Context: an optimization exercise on an open-source flow, tuned for small area. The choices shown serve that exercise and are no tape-out recipe.
Function was checked by simulation only, so behaviour that the tests miss may differ from the original.

rev 12:
==> flow/design.v <==
`default_nettype none
module rob_top (
  input  wire                    clk,
  input  wire                    rst,
  input  wire                    dispatch_valid,
  input  wire                    dispatch_reg_write_en,
  input  wire [5-1:0]  dispatch_reg_write_addr,
  input  wire [31:0]             dispatch_pc,
  input  wire [4-1:0]       dispatch_exc,
  output logic                   rob_full,
  output logic [3-1:0]  dispatch_tag,
  input  wire                    wb_valid,
  input  wire [3-1:0]   wb_tag,
  input  wire [32-1:0]      wb_data,
  input  wire [4-1:0]       wb_exc,
  output logic                   commit_valid,
  output logic [3-1:0]  commit_tag,
  output logic                   commit_reg_write_en,
  output logic [5-1:0] commit_reg_write_addr,
  output logic [32-1:0]     commit_data,
  output logic [31:0]            commit_pc,
  output logic [4-1:0]      commit_exc,
  output logic                   flush
);
  localparam int N  = 8;
  localparam int TW = 3;
  localparam int EW = (1 + 5 + 32);
  localparam int DW = 32;
  logic [TW-1:0]   cptr;      
  logic [TW-1:0]   tail;      
  logic            full;
  logic [N-1:0]    done;
  logic [N-1:0]    csel;      
  logic [N*EW-1:0] ent_q;
  logic [N*DW-1:0] data_q;
  logic [4-1:0] rcode;
  logic [TW-1:0]     rtag;
  logic              rdec;
  logic [N-1:0]  hsel;        
  assign hsel = {csel[N-2:0], csel[N-1]};
  always_comb begin
    cptr = '0;
    for (int i = 0; i < N; i++) begin
      if (csel[i]) cptr = cptr | TW'(i);
    end
  end
  logic          empty;
  logic          retire;
  logic          alloc;
  logic          rv;
  assign empty  = hsel[tail] && !full;
  assign retire = !empty && (|(done & hsel)) && !flush;
  assign alloc  = dispatch_valid && !full && !flush;
  assign rv     = |rcode;
  logic wb_older;
  logic wb_take;
  logic al_take;
  assign wb_older = (wb_tag < rtag) ^ (wb_tag <= cptr) ^ (rtag <= cptr);
  assign wb_take  = wb_valid && (|wb_exc) && (!rv || wb_older);
  assign al_take = alloc && (|dispatch_exc) && !rv;
  always_ff @(posedge clk) begin
    if (!rst || flush) begin
      rcode <= '0;
    end else if (wb_take) begin
      rcode <= wb_exc;
    end else if (al_take) begin
      rcode <= dispatch_exc;
    end
  end
  always_ff @(posedge clk) begin
    if (wb_take) begin
      rtag <= wb_tag;
      rdec <= 1'b0;
    end else if (al_take) begin
      rtag <= tail;
      rdec <= 1'b1;
    end
  end
  always_ff @(posedge clk) begin
    if (!rst || flush) begin
      csel <= N'(1) << (N - 1);
      tail <= '0;
      full <= 1'b0;
    end else begin
      if (retire) csel <= {csel[N-2:0], csel[N-1]};
      if (alloc)  tail <= tail + 1'b1;
      full <= !retire && (full || (alloc && csel[tail]));
    end
  end
  always_ff @(posedge clk) begin
    if (!rst) begin
      commit_valid <= 1'b0;
      flush        <= 1'b0;
    end else begin
      commit_valid <= retire;
      flush        <= retire && rv && hsel[rtag];
    end
  end
  for (genvar i = 0; i < N; i++) begin : g_line
    logic tsel;
    logic wsel;
    assign tsel = (tail == TW'(i)) && !full;
    assign wsel = wb_valid && (wb_tag == TW'(i));
    always_ff @(posedge clk) begin
      if (tsel) ent_q[i*EW +: EW] <= {dispatch_reg_write_en, dispatch_reg_write_addr, dispatch_pc};
      if (wsel) data_q[i*DW +: DW] <= wb_data;
      if (tsel || wsel) done[i] <= wsel || (|dispatch_exc);
    end
  end
  logic [EW-1:0] c_ent;
  logic [DW-1:0] c_data;
  logic          dzero;
  assign dzero = flush && rdec;
  always_comb begin
    c_ent  = '0;
    c_data = '0;
    for (int i = 0; i < N; i++) begin
      if (csel[i]) begin
        c_ent = c_ent | ent_q[i*EW +: EW];
        if (!dzero) c_data = c_data | data_q[i*DW +: DW];
      end
    end
  end
  assign rob_full     = full;
  assign dispatch_tag = tail;
  assign commit_tag   = cptr;
  assign {commit_reg_write_en, commit_reg_write_addr, commit_pc} = c_ent;
  assign commit_data  = c_data;
  assign commit_exc   = flush ? rcode : '0;
endmodule
`default_nettype wire
==> flow/config.mk <==
export PLATFORM = sky130hd
export DESIGN_NAME = rob_top
export DESIGN_NICKNAME = rob_top
export VERILOG_FILES = /design/flow/design.v
export SDC_FILE = /design/flow/constraint.sdc
export NUM_CORES = 4
export LEC_CHECK = 0
export CAP_MARGIN = 10
export CORE_MARGIN = 2
export CORE_UTILIZATION = 65
export SLEW_MARGIN = 10
==> flow/constraint.sdc <==
create_clock -name core_clock -period 4.0 [get_ports {clk}]
set_input_delay 0.8000 -clock core_clock [delete_from_list [all_inputs] [get_ports {clk}]]
set_output_delay 0.8000 -clock core_clock [all_outputs]
set_load 0.01 [all_outputs]
standard.sh (not shown) runs the stock make flow with config.mk's settings and CLKGATE_MAP_FILE= SYNTH_SCRIPT=/design/flow/synth_recipe.tcl, a recipe that flattens the netlist after the stock synthesis.
==> flow/flow/run.sh <==
#!/bin/bash
# Layout of the version: the standard flow (standard.sh) with
#  - synthesis mapped by an area-oriented ABC script (flow/my_synth.tcl,
#    flow/area.abc) and without Yosys's adder extraction, so ABC maps all logic,
#  - the smallest buffer (buf_1) on every input and output port,
#  - a clock tree of clkbuf_4 buffers, at most 8 sinks each, without dummy loads.
set -euo pipefail
work=$(pwd)
export FLOW_SYNTH_TCL="$work/synth_recipe.tcl"
export ADDER_MAP_FILE=
sed "s#SYNTH_SCRIPT=[^ ]*#SYNTH_SCRIPT=$work/flow/my_synth.tcl#" standard.sh > my_standard.sh
grep -q "SYNTH_SCRIPT=$work/flow/my_synth.tcl" my_standard.sh
export BUFFER_PORTS_ARGS="-buffer_cell sky130_fd_sc_hd__buf_1"
export CTS_ARGS="-sink_clustering_enable -repair_clock_nets -dont_use_dummy_load -buf_list sky130_fd_sc_hd__clkbuf_4 -sink_clustering_size 8 -sink_clustering_max_diameter 40"
bash my_standard.sh > flow_make.log 2>&1
==> flow/flow/area.abc <==
strash
&get -n
&fraig -x
&put
scorr
dc2
dretime
strash
&get -n
&dch -f
&nf -R 1000
&put
strash
&get -n
&dch -f
&nf -R 1000
&put
==> flow/flow/my_synth.tcl <==
# The standard flow's synthesis (synth_recipe.tcl), with ABC mapping the logic with an
# area-oriented script (area.abc) instead of ORFS's speed script.
set ::area_abc_script [file normalize [file join [file dirname [info script]] area.abc]]
proc abc {args} {
  set i [lsearch -exact $args -script]
  if {$i >= 0} { lset args [expr {$i + 1}] $::area_abc_script }
  yosys abc {*}$args
}
source $::env(FLOW_SYNTH_TCL)
Setup changes, rev 12 to rev 13
--- a/flow/design.v
+++ b/flow/design.v
@@ -104,7 +104,7 @@
     always_ff @(posedge clk) begin
       if (tsel) ent_q[i*EW +: EW] <= {dispatch_reg_write_en, dispatch_reg_write_addr, dispatch_pc};
       if (wsel) data_q[i*DW +: DW] <= wb_data;
-      if (tsel || wsel) done[i] <= wsel || (|dispatch_exc);
+      done[i] <= tsel ? (|dispatch_exc) : (done[i] || wsel);
     end
   end
   logic [EW-1:0] c_ent;
--- outcome ---
Between rev 12 and rev 13, number of signal-net inverters in the final layout is higher for rev 12, rev 13 comes in under that.
Rev 13 vs rev 12, endpoint of the worst setup timing path: commit_data[24] vs commit_reg_write_addr[3]
Rev 13 ended with every stage complete and zero timing, DRC or antenna violations.
Rev 13 against rev 12: share of the final layout cell area in sequential cells fell by 0.17 points; final area saw little to no change; clock latency on the worst-skew pair dropped 0.04 ns.
Between rev 13 and rev 12, it is rev 13 whose worst hold slack is lower, by 0.0073 ns.

## port drivers added, routing unchanged
The results above use ideal ports. As a check the final layouts listed here were re-extracted and re-timed, cells and wires unchanged.
Step 1 assumes that a clkbuf_16 drives the clock port and a buf_2 every other input.
Step 2 adds t to the input delays and takes it off the output delays; t is the mean of the earliest and latest rising clock arrival at the registers after step 1. Input paths then give back, and output paths get back, about the clock's delay inside the block.
Slacks: no drivers / after step 1 / after step 2; pairs: no drivers / after step 1.
run | shift t [ns] | slack for setup (ns) | worst setup path after step 2 | slew at the worst register clock pin (ns)
rev 12 | 0.740 | 0.492 / 0.448 / 0.741 | input to register | 0.10 / 0.10
rev 13 | 0.738 | 0.502 / 0.454 / 0.688 | input to register | 0.09 / 0.09
After both steps setup and hold are still met in every run listed.
